Source: an optimization exercise on an open RTL-to-GDS flow (aim: a short achievable clock period and few clock cycles). Production flows keep margins and buffers that such runs may drop. The RTL was checked by simulation tests, not by an equivalence proof against the original design. Power figures rest on the tool's default switching activity, not on a simulated workload.

--- flow/flow/run.sh ---
#!/bin/bash
set -euo pipefail
bash standard.sh MATCH_CELL_FOOTPRINT=0 "BUFFER_PORTS_ARGS=-buffer_cell sky130_fd_sc_hd__buf_4" finish > run_flow.log 2>&1
--- flow/standard.sh ---
#!/bin/bash
# synth_recipe.tcl (not shown) runs the flow's synth.tcl, then flattens the netlist and writes it again
# the make line also repeats each setting of config.mk as NAME=value (left out here)
make -C /OpenROAD-flow-scripts/flow DESIGN_CONFIG=/design/flow/config.mk WORK_HOME=/design/flow/orfs CLKGATE_MAP_FILE= SYNTH_SCRIPT=/design/flow/synth_recipe.tcl "${@:-finish}"
--- flow/config.mk ---
export PLATFORM = sky130hd
export DESIGN_NAME = sprite_sequencer
export DESIGN_NICKNAME = sprite_sequencer
export VERILOG_FILES = /design/flow/design.v
export SDC_FILE = /design/flow/constraint.sdc
export NUM_CORES = 4
export LEC_CHECK = 0
export ABC_CLOCK_PERIOD_IN_PS = 2000
export CAP_MARGIN = 20
export CORE_MARGIN = 2
export CORE_UTILIZATION = 50
export CTS_CLUSTER_DIAMETER = 100
export CTS_CLUSTER_SIZE = 30
export SETUP_SLACK_MARGIN = 3.6
export SLEW_MARGIN = 20
export TNS_END_PERCENT = 100
--- flow/constraint.sdc ---
create_clock -name core_clock -period 6.0 [get_ports {clk_pixel}]
set_input_delay 1.2000 -clock core_clock [delete_from_list [all_inputs] [get_ports {clk_pixel}]]
set_output_delay 1.2000 -clock core_clock [all_outputs]
set_load 0.01 [all_outputs]
--- flow/design.v ---
module sprite_sequencer #(
    parameter int MAX_SPRITES  = 16,
    parameter int NUM_FRAMES   = 512,
    parameter int WIDTH        = 1280,
    parameter int HEIGHT       = 720,
    parameter int ANIM_DIV     = 6,
    parameter int MAX_ANIM_LEN = 8,
    localparam int IW = $clog2(MAX_SPRITES),
    localparam int FW = $clog2(NUM_FRAMES),
    localparam int XW = $clog2(WIDTH),
    localparam int YW = $clog2(HEIGHT),
    localparam int LW = $clog2(MAX_ANIM_LEN + 1)
) (
    input  logic          clk_pixel,
    input  logic          sys_rst,
    input  logic          new_frame,
    input  logic          wr_en,
    input  logic [IW-1:0] wr_index,
    input  logic          wr_active,
    input  logic [XW-1:0] wr_x,
    input  logic [YW-1:0] wr_y,
    input  logic [FW-1:0] wr_base_frame,
    input  logic [LW-1:0] wr_anim_len,
    input  logic          sprite_ready,
    output logic          sprite_valid,
    output logic [XW-1:0] sprite_x,
    output logic [YW-1:0] sprite_y,
    output logic [FW-1:0] sprite_frame_number,
    output logic [IW-1:0] sprite_index,
    output logic          busy,
    output logic          list_done,
    output logic          overrun
);
    localparam int N  = MAX_SPRITES;
    localparam int DW = (ANIM_DIV > 1) ? $clog2(ANIM_DIV) : 1;
    logic          busy_reg;
    logic [DW-1:0] div_reg;
    logic          step_reg;
    logic          overrun_reg;
    logic          list_done_reg;
    logic          valid_reg;
    logic [XW-1:0] x_reg;
    logic [YW-1:0] y_reg;
    logic [FW-1:0] frame_reg;
    logic [IW-1:0] index_reg;
    logic [N-1:0]  sel_reg;
    logic [N-1:0]  mask_reg;
    logic [N-1:0]  adv_pend_reg;
    logic [XW-1:0] x_arr     [N];
    logic [YW-1:0] y_arr     [N];
    logic [FW-1:0] frame_arr [N];
    logic          start, late_start, fast_start, out_free, take, sel_any;
    logic          scan_end, step_now;
    logic [N-1:0]  pick, wr_dec, act_vec, sel_below;
    logic [N-1:0]  m_below, m_low, m_rest, a_below, a_low, a_rest;
    logic [N-1:0]  sel_trk, mask_trk, mask_fast;
    logic          w_below_sel, w_is_sel;
    always_comb begin
        m_below[0]   = 1'b0;
        a_below[0]   = 1'b0;
        sel_below[0] = 1'b0;
        for (int i = 1; i < N; i++) begin
            m_below[i]   = m_below[i-1]   | mask_reg[i-1];
            a_below[i]   = a_below[i-1]   | act_vec[i-1];
            sel_below[i] = sel_below[i-1] | sel_reg[i-1];
        end
    end
    assign m_low   = mask_reg & ~m_below;
    assign m_rest  = mask_reg & m_below;
    assign a_low   = act_vec & ~a_below;
    assign a_rest  = act_vec & a_below;
    assign sel_any = |sel_reg;
    assign start      = !busy_reg && new_frame;
    assign late_start = start && wr_en && !m_below[wr_index];
    assign fast_start = start && !late_start;
    assign out_free   = !valid_reg || sprite_ready;
    assign take       = (busy_reg && out_free) || fast_start;
    assign pick       = take ? sel_reg : '0;
    assign scan_end   = busy_reg && out_free && !sel_any;
    assign step_now   = busy_reg ? step_reg : (div_reg == DW'(ANIM_DIV - 1));
    assign w_is_sel    = sel_reg[wr_index];
    assign w_below_sel = !sel_below[wr_index] && !w_is_sel;
    always_comb begin
        sel_trk  = sel_reg;
        mask_trk = mask_reg;
        if (wr_en) begin
            if (wr_active) begin
                if (w_below_sel) begin
                    sel_trk  = wr_dec;
                    mask_trk = mask_reg | sel_reg;
                end else begin
                    mask_trk = mask_reg | (wr_dec & ~sel_reg);
                end
            end else begin
                if (w_is_sel) begin
                    sel_trk  = m_low;
                    mask_trk = m_rest;
                end else begin
                    mask_trk = mask_reg & ~wr_dec;
                end
            end
        end
    end
    assign mask_fast = wr_en ? ((m_rest & ~wr_dec) | (wr_active ? wr_dec : '0)) : m_rest;
    genvar gi;
    generate
        for (gi = 0; gi < N; gi++) begin : g_entry
            logic          active_reg;
            logic [XW-1:0] x_e_reg;
            logic [YW-1:0] y_e_reg;
            logic [FW-1:0] base_reg;
            logic [FW-1:0] frame_e_reg;
            logic [LW-1:0] len_reg;
            logic [LW-1:0] phase_reg;
            logic          wr_hit;
            logic          wrap;
            logic [LW-1:0] phase_inc;
            assign wr_dec[gi] = (wr_index == IW'(gi));
            assign wr_hit    = wr_en && wr_dec[gi];
            assign phase_inc = phase_reg + LW'(1);
            assign wrap      = (phase_inc >= ((len_reg == '0) ? LW'(1) : len_reg));
            always_ff @(posedge clk_pixel or posedge sys_rst) begin
                if (sys_rst) begin
                    active_reg <= 1'b0;
                end else if (wr_hit) begin
                    active_reg <= wr_active;
                end
            end
            always_ff @(posedge clk_pixel) begin
                if (wr_hit) begin
                    x_e_reg     <= wr_x;
                    y_e_reg     <= wr_y;
                    base_reg    <= wr_base_frame;
                    frame_e_reg <= wr_base_frame;
                    len_reg     <= wr_anim_len;
                    phase_reg   <= '0;
                end else if (adv_pend_reg[gi]) begin
                    phase_reg   <= wrap ? '0 : phase_inc;
                    frame_e_reg <= wrap ? base_reg : frame_e_reg + FW'(1);
                end
            end
            assign act_vec[gi]   = active_reg;
            assign x_arr[gi]     = x_e_reg;
            assign y_arr[gi]     = y_e_reg;
            assign frame_arr[gi] = frame_e_reg;
        end
    endgenerate
    logic [XW-1:0] x_sel;
    logic [YW-1:0] y_sel;
    logic [FW-1:0] frame_sel;
    logic [IW-1:0] index_sel;
    always_comb begin
        x_sel     = '0;
        y_sel     = '0;
        frame_sel = '0;
        index_sel = '0;
        for (int i = 0; i < N; i++) begin
            x_sel     = x_sel     | (x_arr[i]     & {XW{sel_reg[i]}});
            y_sel     = y_sel     | (y_arr[i]     & {YW{sel_reg[i]}});
            frame_sel = frame_sel | (frame_arr[i] & {FW{sel_reg[i]}});
            index_sel = index_sel | (IW'(i)       & {IW{sel_reg[i]}});
        end
    end
    always_ff @(posedge clk_pixel or posedge sys_rst) begin
        if (sys_rst) begin
            busy_reg      <= 1'b0;
            div_reg       <= '0;
            step_reg      <= 1'b0;
            overrun_reg   <= 1'b0;
            list_done_reg <= 1'b0;
            sel_reg       <= '0;
            mask_reg      <= '0;
            valid_reg     <= 1'b0;
            adv_pend_reg  <= '0;
        end else begin
            list_done_reg <= scan_end;
            adv_pend_reg  <= step_now ? pick : '0;
            if (busy_reg && new_frame) begin
                overrun_reg <= 1'b1;
            end
            if (start) begin
                busy_reg <= 1'b1;
                if (div_reg == DW'(ANIM_DIV - 1)) begin
                    div_reg  <= '0;
                    step_reg <= 1'b1;
                end else begin
                    div_reg  <= div_reg + DW'(1);
                    step_reg <= 1'b0;
                end
            end else if (scan_end) begin
                busy_reg <= 1'b0;
            end
            if (scan_end) begin
                sel_reg  <= a_low;
                mask_reg <= a_rest;
            end else if (busy_reg) begin
                if (take) begin
                    sel_reg  <= m_low;
                    mask_reg <= m_rest;
                end
            end else if (fast_start) begin
                sel_reg  <= m_low;
                mask_reg <= mask_fast;
            end else begin
                sel_reg  <= sel_trk;
                mask_reg <= mask_trk;
            end
            if (take) begin
                valid_reg <= sel_any;
            end
        end
    end
    always_ff @(posedge clk_pixel) begin
        if (take && sel_any) begin
            x_reg     <= x_sel;
            y_reg     <= y_sel;
            frame_reg <= frame_sel;
            index_reg <= index_sel;
        end
    end
    assign sprite_valid        = valid_reg;
    assign sprite_x            = x_reg;
    assign sprite_y            = y_reg;
    assign sprite_frame_number = frame_reg;
    assign sprite_index        = index_reg;
    assign busy                = busy_reg;
    assign list_done           = list_done_reg;
    assign overrun             = overrun_reg;
endmodule
==> results.txt <==
[logic make-up after synthesis]
logic type,synth area share [%]
compound gates,14.8
xor+xnor,3.27
fa+ha+maj,3.09
buf+inv,3.13
flops,63.7
mux,1.30
simple gates,10.7
[worst max-delay path: cells and delay by family, from the launching register on]
kind	cells	cell delay [ps]
AOI/OAI and AO/OA	5	1230
DFF	1	720
buffers and inverters	3	620
and+or+nand+nor	2	200
[placed cells by master (no fill, tap or decap), types with 12 or more instances in the layout]
cell type and n:
nand4_1 44, xor2_1 81, a21oi_2 22, nand3_1 132, dfrtp_1 50, and3_2 12, o21ai_1 55, a31oi_1 24
buf_12 21, a21oi_1 104, clkbuf_16 52, clkbuf_1 13, a21o_1 39, nand2b_1 68, inv_1 70, dfxtp_1 59
and2_1 17, buf_6 69, nand3b_1 20, and3_4 19, dfrtp_2 15, o21ai_0 279, a21oi_4 18, ha_1 89
nor3_1 14, xnor2_1 64, or2_4 17, nor2_1 110, mux2i_1 27, a22o_1 123, mux2_2 17, a221oi_1 124
edfxtp_1 722, buf_4 185, nand2_1 340, a31o_2 14, nor2_4 15
[cell usage after synthesis (3+ instances only)]
cell / n / area [um^2]
nor3_1: 16 / 80.1
mux2i_1: 28 / 280
ha_1: 96 / 1200
o221ai_1: 6 / 52.6
nor4b_1: 4 / 35.0
a21o_1: 39 / 293
xor2_1: 81 / 709
o21a_1: 8 / 60.1
o31ai_1: 6 / 45.0
nand2_1: 342 / 1280
a221oi_1: 127 / 1110
nand3b_1: 20 / 150
a41oi_1: 3 / 26.3
a31o_2: 17 / 149
xnor2_1: 64 / 561
buf_1: 40 / 150
nor2_1: 132 / 495
nand2b_1: 76 / 475
nor2b_1: 5 / 31.3
or3_1: 9 / 56.3
edfxtp_1: 722 / 21700
buf_2: 17 / 85.1
mux2_2: 19 / 214
o22ai_1: 4 / 25.0
nor4_1: 12 / 75.1
nand3_1: 133 / 666
a31oi_1: 26 / 163
a32oi_1: 3 / 26.3
nor3b_1: 4 / 30.0
inv_1: 89 / 334
or2_2: 19 / 119
and3_1: 14 / 87.6
a22o_1: 123 / 1080
nor4_2: 3 / 37.5
a211o_1: 4 / 35.0
o21ai_0: 336 / 1680
o211ai_1: 7 / 52.6
nand4_1: 44 / 275
dfrtp_1: 72 / 1800
a21oi_1: 143 / 716
clkbuf_1: 163 / 612
nand4b_1: 4 / 35.0
a211oi_1: 3 / 22.5
and2_1: 21 / 131
dfxtp_1: 64 / 1280
[cell type report]
class,count,area [um^2]
well taps,1040,1300
repair inverters,1,8.76
multi-input cells,2055,14100
repair buffers,323,3370
fillers,6248,32000
clock buffers,51,1000
clock inverters,12,189
flip-flops and latches,858,24800
diodes,3,7.51
inverters,89,378
[where the power goes]
part / internal (mW) / switching [mW] / total, mW
combinational: 1.21 / 1.67 / 2.88
clock: 1.29 / 1.94 / 3.23
sequential: 6.79 / 0.252 / 7.04
total: 9.29 / 3.87 / 13.2
[worst max-delay path by stage]
stage | endpoint | depth (start not counted)
2_1_floorplan | frame_reg[0] | 9
3_3_place_gp | sel_reg[0] | 9
3_5_place_dp | sel_reg[0] | 9
4_1_cts | sel_reg[0] | 9
5_1_grt | sel_reg[9] | 9
6_report | sel_reg[11] | 10
[per-layer routing]
layer  global-route usage (%)  wire [um]
met4                     10.5       4680
met1                     44.7      54200
met2                     49.1      60800
met5                        0          0
met3                     3.84      12200
[what timing repair did]
| item | in CTS | in global routing |
|---|---|---|
| pin swaps | 35 | 72 |
| endpoints found under the hold margin | 0 | 0 |
| hold buffers | 0 | 0 |
| gates cloned | 23 | 38 |
| buffers inserted | 75 | 74 |
| gates resized for setup | 158 | 220 |
| setup endpoints to repair | 817 | 523 |
==> results.txt <==
* Seq cells post-synth at 858
* Post-synth EDFFs at 722
* Max_slew headroom at 43.1%
* Status: no timing/DRC/antenna violations
* Syn_area_per_cell at 12.1 um^2
* CTS tree: done
* R2R cell count at 10
* Slew @ Worst Pin at 852 ps
* Fin worst setup slack at 3120 ps
* HP Start: overrun_reg
* WL per Instance at 29.8 um
* CP max stage cell: dfrtp_2
* Initial Util at 50.3%
* Max reg flops at 176
* Pins Over Slew Limit at 0
* Primary FF master, synth: edfxtp_1
* FF-to-FF End: sel_reg[11]
* Hold Vio Cnt, Final at 0
* Core ar. at 0.0772 mm^2
* Hold Path Sink: overrun_reg
* Setup TNS at 0 ps
* Overall power at 13.2 mW
* Port bufs at 81
* 1st-pass router iterations at 6
* Die H at 283 um
* Critical path class: reg2reg
* Initial antenna violation count at 4
* Async SR Flop Fraction at 8.39%
* Finished Layout Cells at 4,432
* GRT overflow at 0
* Cell mode on critical path: nor2_4
* Hold Path Class: reg2reg
* Via count at 28,700
* Layout cells sized above 1 at 19.0%
* CP Max Fanout at 16
* First-pass GRT wire length at 180,000 um
* Lkg Pwr at 15.7 nW
* CTS buffer count at 37
* Sequential cell area fraction in the yosys report at 63.7%
* Crit path from: sel_reg[13]
* CTS Sinks at 858
* RePlAce Congestion at 0.923
* Startpoint types: flip-flop
* H-tree levels at 2
* Hold Path Stages at 1
* Final Cycle Share at 48.0%
* Vias in the first global route at 26,400
* Post-DP HPWL at 70,700 um
* Max-Cap Viols at 0
* Worst-case clock buffer depth at 3
* Worst setup EP type: flip-flop
* Worst skew pair latency at 630 ps
* Worst Path Required at 6520 ps
* Drt total wl at 132,000 um
* Cell Area, Placed at 0.0406 mm^2
* Area Overhead vs Synth at 16.2%
* Worst hold slack at 480 ps
* FF-to-FF setup slack at 3120 ps
* Pin count of the biggest net entering global routing at 49
* CP Cell Sequence: inv_1 -> o211ai_1 -> o31ai_4 -> o2bb2ai_4 -> nor2_4 -> o41a_4 -> buf_12 -> clkbuf_16 -> nor2_4 -> a21oi_2
* Die footprint at 0.0800 mm^2
* Synth unique cells at 76
* Num rows at 102
* Ys Warns at 4
* Syn Nets at 3,344
* CTS root buffer: clkbuf_16
* Final core utilization at 58.5%
* Pre-CTS WS at 1430 ps
* Dpl cells at 4,156
* Final setup violation count at 0
* F_max at 347 MHz
* FF-to-FF Start: sel_reg[13]
* GRT Total Usage at 31.1%
* CP peak stage delay at 720 ps
* NumNets Final at 3,505
* Die width at 283 um
* Final Skew at 20.9 ps
* Tmin final at 2880 ps
* Worst vdd ir at 0.325 mV
* Ports at 82
* RSZ-0062 raised after global routing: yes
* Clock Pin Slew Worst Setup and Hold Paths at 110 ps
* Pwr per Cell Area at 291 mW/mm^2
* Initial DRC Count at 3,750
* DRC viols at 0
* Post-Syn Instances at 3,204
* Mapped Area at 0.0389 mm^2
* Worst EP arrival at 3400 ps
* Final Cell Area at 0.0452 mm^2
* Vias/cell at 6.48
* Number of nets still failing antenna checks after routing at 0
Testbench counts, summed over its fixed seeds: cycles 50,308.

[re-timing with driven ports]
The results above use ideal ports. As a check the final layout listed here was re-extracted and re-timed, cells and wires unchanged. Step 1 (the two cells are an assumption about what drives the block):
set clk [get_ports {clk_pixel}]
set_driving_cell -lib_cell sky130_fd_sc_hd__clkbuf_16 $clk
set_driving_cell -lib_cell sky130_fd_sc_hd__buf_2 [delete_from_list [all_inputs] $clk]
Step 2 times the ports against the registers' clock, not the clock port: input delays grow and output delays shrink by t, the midpoint of the rising clock arrivals with the driver on. Slacks: ideal / step 1 / step 2; pairs: ideal / step 1.
shift t [ns]: 0.687
setup slack, ns: 3.120 / 3.049 / 2.362
worst setup path at the end: input to register
slew at the worst register clock pin (ns): 0.12 / 0.12
cell pins on the clock port's net: 1
After both steps setup and hold are still met in this run. For this run, drivers alone change the setup slack by -0.071 ns; drivers and shift together by -0.758 ns.
